What follows belongs to an exercise in optimizing a design on an open flow for small area, a short achievable clock period and few clock cycles per item; a production flow would make more cautious choices.
The RTL was checked by simulation tests, not by an equivalence proof against the original design.
Power and IR drop assume default switching activity.

===== flow/design.v =====
package mbs_pkg;
	localparam int MBS_MAX_ITEMS = 64;
	localparam int MBS_DATA_W    = 32;
	localparam int MBS_COUNT_W   = 7;
	typedef enum logic [1:0] {
		ST_IDLE,
		ST_SHIFT,
		ST_MED_RD,
		ST_MED_CALC
	} mbs_state_t;
	typedef enum logic [1:0] {
		RD_LOAD,
		RD_SHIFT,
		RD_MED
	} mbs_rd_sel_t;
	typedef struct packed {
		logic        load;
		mbs_rd_sel_t rd_sel;
		logic        shift;
		logic        place;
		logic        drop;
		logic        emit;
	} mbs_cmd_t;
	typedef struct packed {
		logic full;
		logic pos_zero;
		logic greater;
		logic last;
	} mbs_status_t;
endpackage
module mbs_ctrl
(
	input  logic        clk,
	input  logic        arst_n,
	input  logic        in_valid,
	input  logic        in_last,
	output logic        in_ready,
	output logic        out_valid,
	input  logic        out_ready,
	input  mbs_pkg::mbs_status_t status,
	output mbs_pkg::mbs_cmd_t    cmd
);
	mbs_pkg::mbs_state_t state_q, state_next;
	logic       out_valid_q;
	logic       accept;
	assign in_ready  = (state_q == mbs_pkg::ST_IDLE);
	assign accept    = in_valid && in_ready;
	assign out_valid = out_valid_q;
	always_comb begin
		state_next = state_q;
		case (state_q)
			mbs_pkg::ST_IDLE: begin
				if (accept) begin
					if (!status.full) begin
						state_next = mbs_pkg::ST_SHIFT;
					end else if (in_last) begin
						state_next = mbs_pkg::ST_MED_RD;
					end
				end
			end
			mbs_pkg::ST_SHIFT: begin
				if (status.pos_zero || !status.greater) begin
					state_next = status.last ? mbs_pkg::ST_MED_RD : mbs_pkg::ST_IDLE;
				end
			end
			mbs_pkg::ST_MED_RD: begin
				state_next = mbs_pkg::ST_MED_CALC;
			end
			mbs_pkg::ST_MED_CALC: begin
				if (!out_valid_q || out_ready) begin
					state_next = mbs_pkg::ST_IDLE;
				end
			end
			default: begin
				state_next = mbs_pkg::ST_IDLE;
			end
		endcase
	end
	always_comb begin
		cmd        = '0;
		cmd.rd_sel = mbs_pkg::RD_LOAD;
		case (state_q)
			mbs_pkg::ST_IDLE: begin
				cmd.load = accept;
				cmd.drop = accept && status.full;
			end
			mbs_pkg::ST_SHIFT: begin
				if (status.pos_zero || !status.greater) begin
					cmd.place = 1'b1;
				end else begin
					cmd.shift  = 1'b1;
					cmd.rd_sel = mbs_pkg::RD_SHIFT;
				end
			end
			mbs_pkg::ST_MED_RD: begin
				cmd.rd_sel = mbs_pkg::RD_MED;
			end
			mbs_pkg::ST_MED_CALC: begin
				cmd.rd_sel = mbs_pkg::RD_MED;
				cmd.emit   = !out_valid_q || out_ready;
			end
			default: begin
				cmd = '0;
			end
		endcase
	end
	always_ff @(posedge clk or negedge arst_n) begin
		if (!arst_n) begin
			state_q     <= mbs_pkg::ST_IDLE;
			out_valid_q <= 1'b0;
		end else begin
			state_q     <= state_next;
			out_valid_q <= cmd.emit || (out_valid_q && !out_ready);
		end
	end
endmodule
module mbs_dpath
#(
	parameter int MAX_ITEMS = mbs_pkg::MBS_MAX_ITEMS
) (
	input  logic                    clk,
	input  logic                    arst_n,
	input  logic [mbs_pkg::MBS_DATA_W-1:0]   in_value,
	input  logic                    in_last,
	input  mbs_pkg::mbs_cmd_t                cmd,
	output mbs_pkg::mbs_status_t             status,
	output logic [mbs_pkg::MBS_DATA_W-1:0]   out_median,
	output logic [mbs_pkg::MBS_COUNT_W-1:0]  out_count,
	output logic                    out_ovf
);
	localparam int CW = $clog2(MAX_ITEMS + 1);
	localparam int AW = (MAX_ITEMS > 1) ? $clog2(MAX_ITEMS) : 1;
	logic [mbs_pkg::MBS_DATA_W-1:0] mem [MAX_ITEMS];
	logic [mbs_pkg::MBS_DATA_W-1:0] rd_a_q, rd_b_q;
	logic [mbs_pkg::MBS_DATA_W-1:0] value_q;
	logic                  last_q;
	logic [AW-1:0]         pos_q;
	logic [CW-1:0]         fill_q;
	logic                  drop_q;
	logic [AW-1:0]         rd_a_addr, rd_b_addr, wr_addr;
	logic [mbs_pkg::MBS_DATA_W-1:0] wr_data;
	logic                  wr_en;
	logic [CW-1:0]         half_w;
	logic [mbs_pkg::MBS_DATA_W:0]   pair_sum;
	logic [mbs_pkg::MBS_DATA_W:0]   pair_adj;
	logic [mbs_pkg::MBS_DATA_W-1:0] median_w;
	logic [CW+mbs_pkg::MBS_COUNT_W-1:0] count_ext;
	assign half_w    = fill_q >> 1;
	assign count_ext = {{mbs_pkg::MBS_COUNT_W{1'b0}}, fill_q};
	always_comb begin
		rd_b_addr = half_w[AW-1:0];
		case (cmd.rd_sel)
			mbs_pkg::RD_LOAD:  rd_a_addr = fill_q[AW-1:0] - AW'(1);
			mbs_pkg::RD_SHIFT: rd_a_addr = pos_q - AW'(2);
			mbs_pkg::RD_MED:   rd_a_addr = half_w[AW-1:0] - AW'(1);
			default:  rd_a_addr = '0;
		endcase
	end
	assign wr_en   = cmd.shift || cmd.place;
	assign wr_addr = pos_q;
	assign wr_data = cmd.shift ? rd_a_q : value_q;
	always_ff @(posedge clk) begin
		if (wr_en) begin
			mem[wr_addr] <= wr_data;
		end
		rd_a_q <= mem[rd_a_addr];
		rd_b_q <= mem[rd_b_addr];
	end
	assign pair_sum = {rd_a_q[mbs_pkg::MBS_DATA_W-1], rd_a_q} + {rd_b_q[mbs_pkg::MBS_DATA_W-1], rd_b_q};
	assign pair_adj = pair_sum + {{mbs_pkg::MBS_DATA_W{1'b0}}, pair_sum[mbs_pkg::MBS_DATA_W]};
	assign median_w = fill_q[0] ? rd_b_q : pair_adj[mbs_pkg::MBS_DATA_W:1];
	assign status.full     = (fill_q == CW'(MAX_ITEMS));
	assign status.pos_zero = (pos_q == '0);
	assign status.greater  = ($signed(rd_a_q) > $signed(value_q));
	assign status.last     = last_q;
	always_ff @(posedge clk) begin
		if (cmd.load) begin
			value_q <= in_value;
			last_q  <= in_last;
			pos_q   <= fill_q[AW-1:0];
		end else if (cmd.shift) begin
			pos_q <= pos_q - AW'(1);
		end
		if (cmd.emit) begin
			out_median <= median_w;
			out_count  <= count_ext[mbs_pkg::MBS_COUNT_W-1:0];
			out_ovf    <= drop_q;
		end
	end
	always_ff @(posedge clk or negedge arst_n) begin
		if (!arst_n) begin
			fill_q <= '0;
			drop_q <= 1'b0;
		end else begin
			if (cmd.emit) begin
				fill_q <= '0;
				drop_q <= 1'b0;
			end else begin
				if (cmd.place) begin
					fill_q <= fill_q + CW'(1);
				end
				if (cmd.drop) begin
					drop_q <= 1'b1;
				end
			end
		end
	end
endmodule
module median_by_sorting_unit
#(
	parameter int MAX_ITEMS = mbs_pkg::MBS_MAX_ITEMS
) (
	input  logic        clk,
	input  logic        arst_n,
	input  logic        s_tvalid,
	output logic        s_tready,
	input  logic [31:0] s_tdata,    
	input  logic        s_tlast,    
	output logic        m_tvalid,
	input  logic        m_tready,
	output logic [39:0] m_tdata,    
	output logic        m_tuser     
);
	mbs_pkg::mbs_cmd_t                cmd;
	mbs_pkg::mbs_status_t             status;
	logic [mbs_pkg::MBS_DATA_W-1:0]   median;
	logic [mbs_pkg::MBS_COUNT_W-1:0]  count;
	logic                    ovf;
	mbs_ctrl u_ctrl (
		.clk       (clk),
		.arst_n    (arst_n),
		.in_valid  (s_tvalid),
		.in_last   (s_tlast),
		.in_ready  (s_tready),
		.out_valid (m_tvalid),
		.out_ready (m_tready),
		.status    (status),
		.cmd       (cmd)
	);
	mbs_dpath #(
		.MAX_ITEMS (MAX_ITEMS)
	) u_dpath (
		.clk        (clk),
		.arst_n     (arst_n),
		.in_value   (s_tdata),
		.in_last    (s_tlast),
		.cmd        (cmd),
		.status     (status),
		.out_median (median),
		.out_count  (count),
		.out_ovf    (ovf)
	);
	assign m_tdata = {1'b0, count, median};
	assign m_tuser = ovf;
endmodule

===== flow/run.sh =====
#!/bin/bash
# synth_recipe.tcl (not shown) runs the flow's synth.tcl, then flattens the netlist and writes it again
# the make line also repeats each setting of config.mk as NAME=value (left out here)
make -C /OpenROAD-flow-scripts/flow DESIGN_CONFIG=/design/flow/config.mk WORK_HOME=/design/flow/orfs CLKGATE_MAP_FILE= SYNTH_SCRIPT=/design/flow/synth_recipe.tcl finish

===== flow/config.mk =====
export PLATFORM = sky130hd
export DESIGN_NAME = median_by_sorting_unit
export DESIGN_NICKNAME = median_by_sorting_unit
export VERILOG_FILES = /design/flow/design.v
export SDC_FILE = /design/flow/constraint.sdc
export NUM_CORES = 4
export LEC_CHECK = 0
export CAP_MARGIN = 20
export CORE_MARGIN = 2
export CORE_UTILIZATION = 25
export SLEW_MARGIN = 20

===== flow/constraint.sdc =====
create_clock -name core_clock -period 6.5 [get_ports {clk}]
set_input_delay 1.3000 -clock core_clock [delete_from_list [all_inputs] [get_ports {clk}]]
set_output_delay 1.3000 -clock core_clock [all_outputs]
set_load 0.01 [all_outputs]

==> results of run 1 <==
[through the flow]
step           utilization, %  power, mW  cell area, µm²  hold slack (ns)
2_1_floorplan               -      34.94          105300           0.4231
3_3_place_gp            27.20      44.53          114100           0.4516
3_5_place_dp            27.21      44.89          114200           0.4552
4_1_cts                 28.95      57.85          121500           0.4691
5_1_grt                 28.96      60.35          121500           0.4885
6_report                28.97      58.14          121500           0.4608
[Yosys cell counts (all sizes together), types with 3 or more instances]
master,n,share of area [%]
a31o,3,0.025
nor2b,9,0.053
clkbuf,214,0.77
nand2b,13,0.077
a31oi,38,0.23
nor3,172,0.83
mux4,672,14
inv,49,0.17
and4,4,0.033
buf,259,1.3
nand2,707,2.5
o22ai,96,0.57
xnor2,41,0.34
and2,9,0.053
o21bai,7,0.050
mux2i,965,9.2
or3,5,0.030
nand4,13,0.077
a22oi,30,0.21
dfrtp,11,0.26
o31a,3,0.025
o221ai,193,1.6
dfxtp,64,1.2
nand3b,5,0.036
a21o,20,0.14
nor4,6,0.042
nand3,35,0.17
o211ai,10,0.084
a21boi,4,0.029
edfxtp,2127,61
a211oi,7,0.050
mux2,38,0.41
and3,10,0.064
o31ai,3,0.021
nor2,157,0.56
o21a,4,0.029
o21ai,85,0.42
xor2,28,0.23
a21oi,389,1.9
ha,75,0.89
[how the worst max path moves through the flow]
stage	from	end	slack, ns	depth (start not counted)
6_report	u_dpath.rd_a_q[11]	u_dpath.rd_a_q[29]	0.19	18
5_1_grt	u_dpath.rd_a_q[15]	u_dpath.rd_a_q[20]	0.02	18
4_1_cts	u_dpath.rd_a_q[15]	u_dpath.rd_a_q[29]	0.11	18
3_5_place_dp	u_dpath.rd_a_q[15]	u_dpath.rd_a_q[29]	0.15	18
3_3_place_gp	u_dpath.rd_a_q[15]	u_dpath.rd_a_q[17]	-0.02	18
2_1_floorplan	u_dpath.value_q[31]	u_dpath.mem[0][0]	0.96	12
[registers in the layout, summed over array words and instances, names as in the netlist]
name / cells
u_ctrl.state_q: 2
u_dpath.out_count: 7
u_dpath.drop_q: 1
u_dpath.value_q: 32
u_dpath.out_ovf: 1
u_ctrl.out_valid_q: 1
u_dpath.rd_a_q: 32
u_dpath.pos_q: 6
u_dpath.rd_b_q: 32
u_dpath.out_median: 32
u_dpath.last_q: 1
u_dpath.mem: 2048
u_dpath.fill_q: 7
[critical path: cells and delay by family (launching register included)]
kind            cells  cell delay [ns]
mux                 2             0.78
buf+inv             4             1.39
simple gates        6             1.42
flops               1             0.71
fa+ha+maj           1             0.30
compound gates      5             1.39
[layer usage]
layer	wire (µm)	global-route usage [%]
met1	136500	20.98
met4	14370	5.986
met5	13	0
met3	35520	3.096
met2	160200	25.08
[final cells by class]
cell class | count | area [µm²] | area share [%]
clock buffer | 292 | 6176 | 5.081
inverter | 50 | 187.7 | 0.1544
clock inverter | 123 | 1121 | 0.9224
tap | 5520 | 6907 | 5.683
timing repair buffer | 355 | 3473 | 2.858
sequential | 2202 | 65450 | 53.85
antenna | 6 | 15.01 | 0.01235
multi-input combinational | 3885 | 38210 | 31.44
[cell families (layout without fill, tap and decap cells)]
| group | count (synthesis) | count (layout) | synth area share, % |
|---|---|---|---|
| buffers and inverters | 523 | 820 | 2.231 |
| multiplexers | 1675 | 1675 | 23.96 |
| other | 1 | 7 | 0.003563 |
| adder cells (fa/ha/maj) | 76 | 76 | 0.9106 |
| XOR/XNOR | 69 | 69 | 0.5742 |
| AND/OR/NAND/NOR | 1155 | 1155 | 4.637 |
| flip-flops | 2202 | 2202 | 62.16 |
| AO/OA/AOI/OAI | 909 | 909 | 5.518 |
[power by group]
part | leakage [nW] | internal, mW | switching [mW]
Sequential | 19.8 | 17.9 | 0.782
Clock | 3.58 | 7.40 | 5.62
Combinational | 16.6 | 9.40 | 17.0
[repair_timing]
| item | CTS | global route |
|---|---|---|
| gates resized for setup | 0 | 2 |
| setup buffers | 0 | 0 |
| setup endpoints to repair | 0 | 2 |
==> results.yml, run 1 <==
synth:
  synthFlopType: "edfxtp_1"
  postSynthCellCount: 6610
  synth_fp_nets: 6723
  netlist_area_um2: 105300
  synth-async-reset-ratio_pct: 0.4995
  synth-seq-cells: 2202
  syn_avg_cell_area_um2: 15.92
  yosysSeqAreaShare_pct: 62.16
  synth_edf_count: 2127
  synth_warnings: 2
  synth_cell_types: 79
global_route:
  antenna_found_initial: 20
  track_usage_pct: 15.69
  grt-ovfl-total: 0
  grt_max_degree: 148
  grt_pass1_wl_um: 488500
  grt_pass1_vias: 65222
hold_path:
  holdCritStartpoint: "u_dpath.drop_q"
  min_path_cells: 0
  hold_end: "u_dpath.out_ovf"
  hp-class: "register to register"
die:
  pin_count: 80
  die-area_um2: 426200
  rows: 238
  fp.dieH_um: 652.9
  initial_utilization_pct: 25.09
  coreArea_um2: 419600
  die-width_um: 652.9
routing:
  drtAntennaViolNets: 0
  post_drt_wl_per_cell_um: 27.87
  vias_per_cell: 5.354
  post-route-drc-count: 0
  drtIter0Drc: 9670
  vias: 66569
  routed_wl_um: 346500
  first_pass_iters: 6
clock_tree:
  clock_latency_ns: 0.91
  clock-sinks: 2202
  path_clk_slew_ns: 0.06
  cts_tree: "yes"
  max-clock-path-buffers: 4
  root_buffer: "clkbuf_16"
  numCtsBuffers: 232
  hold_buffers: 0
  h-tree-depth: 4
worst_setup_path:
  ff2ff_setup_slack_ns: 0.19
  crit_chain: "ha_1 > nand4_1 > nor4_1 > buf_4 > o21ai_1 > a21oi_1 > nor4_2 > o21ai_4 > buf_4 > mux2i_4 > buf_12 > buf_12 > mux2i_1 > o221ai_1 > o22ai_1 > nor3_2 > nor2_1 > nand2_1"
  cpMaxStageDelayCell: "dfxtp_1"
  slowest_delay_ns: 0.71
  rr_worst_depth: 18
  crit_required_ns: 7.26
  cp_max_fo: 71
  path_class: "register to register"
  start_kind: "register"
  r2r-start: "u_dpath.rd_a_q[11]"
  r2r-end: "u_dpath.rd_a_q[29]"
  cp.arrival_ns: 7.07
  critPathCaptureType: "register"
timing:
  skew_ns: 0.05169
  worstMarginPinSlew_ns: 1.130
  period_share_pct: 97.00
  worst_slack_ns: 0.1949
  finalHoldViolCount: 0
  final.min_clock_period_ns: 6.305
  rsz0062_at_grt: "no"
  fin_setup_tns_ns: 0
  drv_slew: 0
  setup_viol_count_final: 0
  slew_headroom_pct: 24.50
  max_freq_ghz: 0.1586
finish:
  layout-drive-gt1-share_pct: 20.62
  layout_common_cells: "edfxtp_1, mux2i_1, nand2_1"
  mostFrequentLayoutCell: "edfxtp_1"
  fill_cells: 41177
  area_delta_synth_final_pct: 15.47
  stdcell_count: 12433
  final_nets: 6839
placed_design:
  port_buffers: 78
  gp_congestion: 0.8720
  placed_cells: 12012
  dpl_worst_slack_ns: 0.1481
  dp_hpwl_um: 209800
run:
  maxCapViolCount: 0
power:
  ir_drop_mv: 0.7068
  pwr_density_cell_nw_per_um2: 478.4
  p_leak_nw: 40.02
status:
  status: "finished clean"
Testbench counts, summed over its fixed seeds: cycles 128,387, values 10,222.
==> run 2: changes to the inputs <==
--- a/flow/config.mk
+++ b/flow/config.mk
@@ -9,3 +9,4 @@
 export CORE_MARGIN = 2
 export CORE_UTILIZATION = 25
+export SETUP_SLACK_MARGIN = 1.2
 export SLEW_MARGIN = 20
==> results.yml, run 2 <==
die:
  fp.dieH_um: 652.9
  coreArea_um2: 419600
  initial_utilization_pct: 25.09
  die-width_um: 652.9
  die-area_um2: 426200
  rows: 238
  pin_count: 80
hold_path:
  holdCritStartpoint: "u_dpath.drop_q"
  hp-class: "register to register"
  hold_end: "u_dpath.out_ovf"
  min_path_cells: 0
timing:
  period_share_pct: 81.16
  fin_setup_tns_ns: 0
  rsz0062_at_grt: "no"
  skew_ns: 0.05486
  slew_headroom_pct: 22.20
  worstMarginPinSlew_ns: 1.167
  finalHoldViolCount: 0
  setup_viol_count_final: 0
  hold_slack_ns: 0.5430
  drv_slew: 0
  max_freq_ghz: 0.1896
  final.min_clock_period_ns: 5.276
clock_tree:
  root_buffer: "clkbuf_16"
  clock_latency_ns: 0.91
  numCtsBuffers: 227
  max-clock-path-buffers: 3
  h-tree-depth: 4
  path_clk_slew_ns: 0.07
  cts_tree: "yes"
  hold_buffers: 0
  clock-sinks: 2202
synth:
  yosysMostFrequentCell: "edfxtp_1"
  postSynthCellCount: 6610
  synth-seq-cells: 2202
  synth_warnings: 2
  synth_fp_nets: 6723
  yosysTopAreaCell: "edfxtp_1"
  ys_top_cells_by_area: "edfxtp_1, mux4_2, mux2i_1, nand2_1, a21oi_1"
  yosysTopAreaCellShare_pct: 60.68
  synth-async-reset-ratio_pct: 0.4995
  netlist_area_um2: 105300
  synth_cell_types: 79
  yosysSeqAreaShare_pct: 62.16
  synthTopCellsByCount: "edfxtp_1, mux2i_1, nand2_1"
  syn_avg_cell_area_um2: 15.92
  synth_edf_count: 2127
  synthFlopType: "edfxtp_1"
routing:
  vias: 66830
  post-route-drc-count: 0
  post_drt_wl_per_cell_um: 27.80
  first_pass_iters: 6
  drtIter0Drc: 9014
  routed_wl_um: 347900
  vias_per_cell: 5.340
  drtAntennaViolNets: 0
placed_design:
  port_buffers: 78
  placed_cells: 12067
  gp_congestion: 0.8878
  dp_hpwl_um: 210600
worst_setup_path:
  critPathCaptureType: "register"
  start_kind: "register"
  crit_chain: "ha_1 > nand2_1 > nor2_1 > a211oi_1 > o211ai_1 > nor4_2 > o21ai_4 > buf_12 > buf_12 > mux2i_4 > buf_12 > buf_12 > buf_6 > mux2i_1 > o221ai_1 > a21oi_1 > nor3_2 > nor2_2 > nand2_1"
  crit_family: "compound AO/OA/AOI/OAI gates"
  crit_required_ns: 7.29
  crit_buf_inv: 5
  cp_max_fo: 35
  cp.arrival_ns: 6.07
  slowest_delay_ns: 0.70
  rr_worst_depth: 19
  r2r-end: "u_dpath.rd_a_q[26]"
  path_class: "register to register"
  cp_common_cell: "buf_12"
  ff2ff_setup_slack_ns: 1.22
  cpMaxStageDelayCell: "dfxtp_1"
  r2r-start: "u_dpath.rd_a_q[26]"
global_route:
  grt_pass1_wl_um: 489300
  grt_use_met1_pct: 20.89
  grt_max_degree: 136
  grt_util_met3_pct: 3.530
  antenna_found_initial: 25
  grt_pass1_vias: 65819
  met2_usage_pct: 25.02
  track_usage_pct: 15.76
  top_usage_layer: "met2"
  grt-ovfl-total: 0
finish:
  mostFrequentLayoutCell: "edfxtp_1"
  fill_cells: 41028
  largest_reg_flops: 2048
  stdcell_count: 12515
  layout_common_cells: "edfxtp_1, mux2i_1, nand2_1"
  layout-drive-gt1-share_pct: 21.71
  area_delta_synth_final_pct: 16.50
  top_register: "u_dpath.mem"
  final_nets: 6898
power:
  p_leak_nw: 40.51
  pwr_density_cell_nw_per_um2: 485.3
  ir_drop_mv: 0.4462
status:
  status: "finished clean"
run:
  maxCapViolCount: 0
==> run 2: cell counts after synthesis <==
Identical to the previous run, type by type.
==> run 2: cells by family after synthesis <==
| family | after synthesis | synth area share, % |
|---|---|---|
| multiplexers | 1675 | 23.96 |
| XOR/XNOR | 69 | 0.5742 |
| flip-flops | 2202 | 62.16 |
| AND/OR/NAND/NOR | 1155 | 4.637 |
| adder cells (fa/ha/maj) | 76 | 0.9106 |
| buffers and inverters | 523 | 2.231 |
| other | 1 | 0.003563 |
| AO/OA/AOI/OAI | 909 | 5.518 |
==> run 2: where the power goes <==
group	total [mW]	switching, mW	leakage, nW	internal, mW
Sequential	18.6	0.703	19.8	17.9
Clock	13.1	5.66	3.66	7.47
Combinational	27.8	17.6	17.0	10.1
Total	59.5	24.0	40.5	35.5
==> run 2: what timing repair did <==
item,in CTS,in global routing
gates cloned,2,1
setup endpoints to repair,218,30
resized for setup,13,16
buffers inserted,5,1
pin swaps,3,2
==> run 2: worst register-to-register path, cell delays in order (launching register included) <==
cell and delay (ns):
dfxtp_1 0.70, ha_1 0.37, nand2_1 0.06, nor2_1 0.04, a211oi_1 0.39, o211ai_1 0.30
nor4_2 0.60, o21ai_4 0.12, buf_12 0.17, buf_12 0.14, mux2i_4 0.23, buf_12 0.22
buf_12 0.27, buf_6 0.32, mux2i_1 0.22, o221ai_1 0.19, a21oi_1 0.25, nor3_2 0.11
nor2_2 0.34, nand2_1 0.10
==> run 2: worst max-delay path by stage <==
stage	to	start	depth (start not counted)
6_report	u_dpath.rd_a_q[26]	u_dpath.rd_a_q[26]	19
3_3_place_gp	u_dpath.rd_a_q[26]	u_dpath.value_q[15]	17
4_1_cts	u_dpath.rd_a_q[26]	u_dpath.value_q[11]	18
2_1_floorplan	u_dpath.mem[0][0]	u_dpath.value_q[31]	12
3_5_place_dp	u_dpath.rd_a_q[26]	u_dpath.value_q[15]	17
5_1_grt	u_dpath.rd_a_q[17]	u_dpath.value_q[11]	21
==> run 2: layer usage <==
layer | wire, µm | up-vias | share of wire [%]
met5 | 90 | - | 0.026
met4 | 14190 | 14 | 4.1
met3 | 35720 | 785 | 10
met1 | 137600 | 34997 | 40
met2 | 160300 | 3899 | 46
li1 | - | 27135 | -
==> run 2: layout make-up <==
type / count / area, µm² / area share [%]
Inverter: 50 / 188.9 / 0.1541
Clock buffer: 302 / 6175 / 5.036
Multi-Input combinational cell: 3887 / 38280 / 31.22
Antenna cell: 6 / 15.01 / 0.01225
Clock inverter: 131 / 1313 / 1.070
Tap cell: 5520 / 6907 / 5.633
Timing Repair Buffer: 417 / 4294 / 3.502
Sequential cell: 2202 / 65450 / 53.38
==> run 2: per-stage QoR <==
step                total power, mW  setup WS (ns)  area, µm²  util (%)
finish                        59.50          1.224     122600     29.22
detailed placement            45.79         0.1424     114900     27.37
CTS                           59.06          1.141     122500     29.19
global placement              45.49        0.09638     114800     27.37
floorplan                     34.94          2.062     105300         -
global route                  61.71          1.214     122600     29.22
==> run 3: changes to the inputs <==
--- a/flow/config.mk
+++ b/flow/config.mk
@@ -8,5 +8,5 @@
 export CAP_MARGIN = 20
 export CORE_MARGIN = 2
-export CORE_UTILIZATION = 25
-export SETUP_SLACK_MARGIN = 1.2
+export CORE_UTILIZATION = 40
+export SETUP_SLACK_MARGIN = 1.5
 export SLEW_MARGIN = 20
==> results.yml, run 3 <==
status:
  status: "finished clean"
placed_design:
  placed_cells: 9943
  dp_hpwl_um: 201400
  port_buffers: 78
  gp_congestion: 0.8966
synth:
  synth-async-reset-ratio_pct: 0.4995
  synthMuxAreaShare_pct: 23.96
  netlist_area_um2: 105300
  postSynthCellCount: 6610
  ys_top_cells_by_area: "edfxtp_1, mux4_2, mux2i_1, nand2_1, a21oi_1"
  yosysSeqAreaShare_pct: 62.16
  synth_fa_ha_area_share_pct: 0.9106
  synthFlopType: "edfxtp_1"
  synth-seq-cells: 2202
  synth_xor_xnor_area_share_pct: 0.5742
  synth_fp_nets: 6723
  synth_top_family_by_area: "multiplexers"
  synth_edf_count: 2127
  yosysTopAreaCell: "edfxtp_1"
  yosysTopAreaCellShare_pct: 60.68
  syn_avg_cell_area_um2: 15.92
  synth_compound_area_share_pct: 5.518
  synth-simple-area-share_pct: 4.637
  yosysMostFrequentCell: "edfxtp_1"
  synth_warnings: 2
  synthTopCellsByCount: "edfxtp_1, mux2i_1, nand2_1"
  synth_cell_types: 79
routing:
  post_drt_wl_per_cell_um: 33.90
  routed_wl_um: 352600
  vias: 66729
  vias_per_cell: 6.415
  first_pass_iters: 6
  drtAntennaViolNets: 0
  drtIter0Drc: 9507
  post-route-drc-count: 0
timing:
  skew_ns: 0.06109
  max_freq_ghz: 0.2043
  worstMarginPinSlew_ns: 1.179
  finalHoldViolCount: 0
  setup_viol_count_final: 0
  period_share_pct: 75.29
  slew_headroom_pct: 21.18
  final.min_clock_period_ns: 4.894
  fin_setup_tns_ns: 0
  drv_slew: 0
  rsz0062_at_grt: "yes"
die:
  coreArea_um2: 262000
  die-area_um2: 267300
  die-width_um: 517.0
  pin_count: 80
  initial_utilization_pct: 40.17
  fp.dieH_um: 517.0
  rows: 188
power:
  p_int_mw: 34.78
  ir_drop_mv: 0.4872
  swShare_pct: 40.97
  p_leak_nw: 40.09
  switchingPower_mw: 24.13
  pwr_density_cell_nw_per_um2: 493.1
  pwr-share-clk_pct: 21.5
  seqPwrFrac_pct: 31.6
  combPwrFrac_pct: 46.9
finish:
  final_nets: 6810
  largest_reg_flops: 2048
  mostFrequentLayoutCell: "edfxtp_1"
  area_delta_synth_final_pct: 13.51
  stdcell_count: 10402
  layout-drive-gt1-share_pct: 21.00
  top_register: "u_dpath.mem"
  layout_common_cells: "edfxtp_1, mux2i_1, nand2_1"
clock_tree:
  max-clock-path-buffers: 3
  path_clk_slew_ns: 0.06
  cts_tree: "yes"
  clock-sinks: 2202
  numCtsBuffers: 224
  h-tree-depth: 4
  root_buffer: "clkbuf_16"
  clock_latency_ns: 0.92
  hold_buffers: 0
worst_setup_path:
  slowest_delay_ns: 0.44
  cp.arrival_ns: 5.61
  cp_common_cell: "buf_4"
  crit_chain: "inv_1 > ha_1 > nand4_1 > nor4_4 > buf_4 > o21ai_2 > a21oi_2 > o31a_2 > o21ai_4 > buf_12 > buf_4 > mux2i_4 > buf_16 > o221ai_1 > o22ai_1 > nor3_1 > a31oi_4 > nand2_2"
  crit_required_ns: 7.22
  cp_max_fo: 66
  path_class: "register to register"
  start_kind: "register"
  critPathCaptureType: "register"
  cpMaxStageDelayCell: "edfxtp_1"
hold_path:
  hp-class: "register to register"
global_route:
  grt-ovfl-total: 0
  grt_max_degree: 135
  grt_pass1_wl_um: 486900
  grt_pass1_vias: 64715
  antenna_found_initial: 23
  track_usage_pct: 25.63
run:
  maxCapViolCount: 0
==> run 3: final timing paths <==
kind / endpoint / cells after the start / from / slack, ns
min in group asynchronous: u_dpath.fill_q[4] / 1 / arst_n / 0.81
worst max register to register: u_dpath.rd_a_q[23] / 18 / u_dpath.value_q[9] / 1.61
worst min register to register: u_ctrl.state_q[1] / 2 / u_dpath.last_q / 0.57
worst min-delay path: u_ctrl.state_q[1] / 2 / u_dpath.last_q / 0.57
max in group asynchronous: u_dpath.fill_q[1] / 1 / arst_n / 5.15
worst max-delay path: u_dpath.rd_a_q[23] / 18 / u_dpath.value_q[9] / 1.61
==> run 3: power by group through the flow <==
| stage | registers (mW) | logic (mW) | clock network [mW] |
|---|---|---|---|
| global placement | 18.9 | 25.2 | 0 |
| floorplan | 18.5 | 16.4 | 0 |
| global route | 18.6 | 29.1 | 13.3 |
| detailed placement | 18.9 | 25.5 | 0 |
| finish | 18.6 | 27.7 | 12.7 |
| CTS | 18.6 | 26.2 | 12.8 |
==> run 3: through the flow <==
step	total power, mW	instance area (µm²)	util [%]	setup slack [ns]	hold slack [ns]
2_1_floorplan	34.94	105300	-	2.062	0.4231
3_3_place_gp	44.09	111200	42.42	0.1035	0.5376
3_5_place_dp	44.35	111200	42.45	0.06921	0.5591
4_1_cts	57.61	118800	45.33	1.466	0.5760
5_1_grt	60.97	119500	45.59	1.457	0.6262
6_report	58.91	119500	45.59	1.606	0.5734
==> run 3: cells by family after synthesis <==
family	Yosys count
and+or+nand+nor	1155
other	1
AOI/OAI and AO/OA	909
xor gates and xnor gates	69
DFF	2202
buffers and inverters	523
adders and majority gates	76
muxes	1675
==> run 3: worst max-delay path, delay by kind of cell, from the launching register on <==
| kind | cells | cell delay, ns |
|---|---|---|
| adders and majority gates | 1 | 0.32 |
| and+or+nand+nor | 4 | 0.85 |
| AOI/OAI and AO/OA | 7 | 1.63 |
| DFF | 1 | 0.44 |
| buffers and inverters | 5 | 1.03 |
| muxes | 1 | 0.27 |
==> run 3: routing by layer <==
| metal | global-route usage, % | up-vias | part of all wire, % | wire length [µm] |
|---|---|---|---|---|
| li1 | - | 26916 | - | - |
| met1 | 35.35 | 34917 | 39 | 138500 |
| met2 | 39.54 | 4169 | 46 | 160900 |
| met3 | 5.723 | 723 | 11 | 38520 |
| met4 | 9.926 | 4 | 4.2 | 14640 |
| met5 | 0 | - | 0.0060 | 21 |
==> run 3: area by class of cell <==
| type | count | area [µm²] |
|---|---|---|
| inverters | 50 | 187.7 |
| diodes | 7 | 17.52 |
| flip-flops and latches | 2202 | 65460 |
| well taps | 3515 | 4398 |
| fillers | 22513 | 142600 |
| clock inverters | 112 | 992.2 |
| multi-input cells | 3887 | 38560 |
| clock buffers | 297 | 6083 |
| repair buffers | 332 | 3775 |
==> run 3: what timing repair did <==
item	in CTS	in global routing
gates resized for setup	51	51
cloned	6	12
setup buffers	5	20
setup endpoints to repair	2062	40
hold endpoints to repair	0	0
pin swaps	7	7

what the ideal ports hide:
The flow's constraints put no driver on any port. The routed layouts listed below were extracted and timed again, unchanged, in two steps. Step 1, drivers: a clkbuf_16 drives clk and a buf_2 each remaining input, both assumed. Step 2 also shifts input and output timing later by t, the mid clock arrival at the registers, as if the neighbouring blocks saw the same clock. Three values: ideal, step 1, step 2; two values: the first two.
run	t (ns)	setup slack, ns	hold slack, ns	latest minus earliest clock arrival (ns)
run 1	1.004	0.195 / 0.195 / 0.195	0.461 / 0.461 / 0.461	0.052 / 0.051
run 2	0.990	1.224 / 1.224 / 1.224	0.543 / 0.543 / 0.543	0.056 / 0.056
run 3	0.984	1.606 / 1.606 / 1.606	0.573 / 0.573 / 0.573	0.062 / 0.062
After both steps every run listed still meets setup and hold.
